This is an optimization exercise on Yosys and OpenROAD, whose aim is small area, not a production implementation. Power and IR drop assume default switching activity.

==> flow/design.v (excerpt) <==
module l1_dcache_ctrl #(
  parameter int ADDR_WIDTH = 32,
  parameter int DATA_WIDTH = 32,
  parameter int LINE_WORDS = 4,
  parameter int NUM_LINES  = 16
) (
  input  logic                             clk,
  input  logic                             rst,
  input  logic                             cpu_req,
  input  logic                             cpu_we,
  input  logic [ADDR_WIDTH-1:0]            cpu_addr,
  input  logic [DATA_WIDTH-1:0]            cpu_wdata,
  input  logic [DATA_WIDTH/8-1:0]          cpu_wstrb,
  output logic [DATA_WIDTH-1:0]            cpu_rdata,
  output logic                             mem_stall,
  output logic                             mem_req,
  output logic                             mem_we,
  output logic [ADDR_WIDTH-1:0]            mem_addr,
  output logic [DATA_WIDTH*LINE_WORDS-1:0] mem_wdata,
  input  logic [DATA_WIDTH*LINE_WORDS-1:0] mem_rdata,
  input  logic                             mem_ack
);
  localparam int NB     = DATA_WIDTH / 8;
  localparam int BOFF_W = $clog2(NB);
  localparam int OFF_W  = $clog2(LINE_WORDS);
  localparam int IDX_W  = $clog2(NUM_LINES);
  localparam int LO_W   = BOFF_W + OFF_W;
  localparam int TAG_W  = ADDR_WIDTH - LO_W - IDX_W;
  localparam int LINE_W = DATA_WIDTH * LINE_WORDS;
  logic busy;
  logic wb;
  logic [NUM_LINES-1:0] valid;
  logic [NUM_LINES-1:0] dirty;
  logic [TAG_W-1:0]     tag_arr  [NUM_LINES];
  logic [LINE_W-1:0]    data_arr [NUM_LINES];
  logic [OFF_W-1:0]  word_sel;
  logic [IDX_W-1:0]  idx;
  logic [TAG_W-1:0]  addr_tag;
  logic [TAG_W-1:0]  cur_tag;
  logic [LINE_W-1:0] cur_line;
  logic [LINE_W-1:0] wr_data;
  logic              hit;
  logic              fill;
  logic              store;
  assign word_sel = cpu_addr[BOFF_W +: OFF_W];
  assign idx      = cpu_addr[LO_W +: IDX_W];
  assign addr_tag = cpu_addr[ADDR_WIDTH-1 -: TAG_W];
  logic [NUM_LINES-1:0] sel;
  always_comb begin
    sel      = '0;
    sel[idx] = 1'b1;
  end
  for (genvar i = 0; i < LINE_W; i++) begin : g_rd
    logic [NUM_LINES-1:0] col;
    for (genvar l = 0; l < NUM_LINES; l++) begin : g_col
      assign col[l] = data_arr[l][i];
    end
    dc_sel16 u_sel (.d(col), .s(sel), .y(cur_line[i]));
  end
  ...
Size: roughly 4600 cells after synthesis, roughly 2500 flip-flops, about 400 I/O pins.
export LEC_CHECK = 0
export CAP_MARGIN = 20
export CORE_MARGIN = 2
export CORE_UTILIZATION = 40
export SLEW_MARGIN = 20
export SYNTH_HIERARCHICAL = 1
create_clock -name core_clock -period 10.0 [get_ports {clk}]
standard.sh (not shown) runs the stock make flow with config.mk's settings and CLKGATE_MAP_FILE= SYNTH_SCRIPT=/design/flow/synth_recipe.tcl, a recipe that flattens the netlist after the stock synthesis.
==> flow/flow/run.sh <==
#!/bin/bash
set -euo pipefail
export BUFFER_PORTS_ARGS="-buffer_cell sky130_fd_sc_hd__buf_1"
export CTS_ARGS="-sink_clustering_enable -repair_clock_nets -buf_list sky130_fd_sc_hd__clkbuf_8 -sink_buffer_max_cap_derate 0.04 -sink_clustering_size 18 -sink_clustering_max_diameter 100"
bash standard.sh > standard_flow.log 2>&1
Edit:
==> flow/run.sh (new file) <==
#!/bin/bash
# synth_recipe.tcl (not shown) runs the flow's synth.tcl, then flattens the netlist and writes it again
# the make line also repeats each setting of config.mk as NAME=value (left out here)
make -C /OpenROAD-flow-scripts/flow DESIGN_CONFIG=/design/flow/config.mk WORK_HOME=/design/flow/orfs CLKGATE_MAP_FILE= SYNTH_SCRIPT=/design/flow/synth_recipe.tcl finish
removed: flow/flow/run.sh
removed: flow/standard.sh
The new run went through all stages and came out clean.
Final area rose by about 8%.
Routed wire length rose by about 0.8%.
Register-to-register slack improved by 0.08 ns.
First-iteration DRC count is lower by about 1.6%.
Sequential share of layout area shrinks by 5.5 points.
Sequential power stays flat.
Fmax drops by 0.84%.
No run of this note included a check of the RTL's function; only the layout flow was run.

## what the ideal ports hide
Ports are ideal in the flow. The routed layouts listed here were re-timed in OpenROAD. Step 1 sets driving cells, clkbuf_16 on the clock port and buf_2 on the other inputs (assumed; they add their load-dependent delay and slew). Step 2 adds t to the input delays and takes it off the output delays; t is the mean of the earliest and latest rising clock arrival at the registers after step 1. Input paths then give back, and output paths get back, about the clock's delay inside the block. Slacks: ideal ports / drivers / drivers and shift; pairs: ideal ports / drivers.
run | t, ns | slack for setup (ns) | worst hold slack (ns)
the first run | 1.000 | 0.745 / 0.710 / 0.710 | 0.474 / 0.474 / 0.474
the second run | 0.935 | 0.666 / 0.566 / 0.555 | 0.466 / 0.466 / 0.466
After both steps setup and hold are still met in every run listed. The setup slack of the second run, which loses most, moves by -0.100 ns with the drivers and by -0.111 ns with both steps.
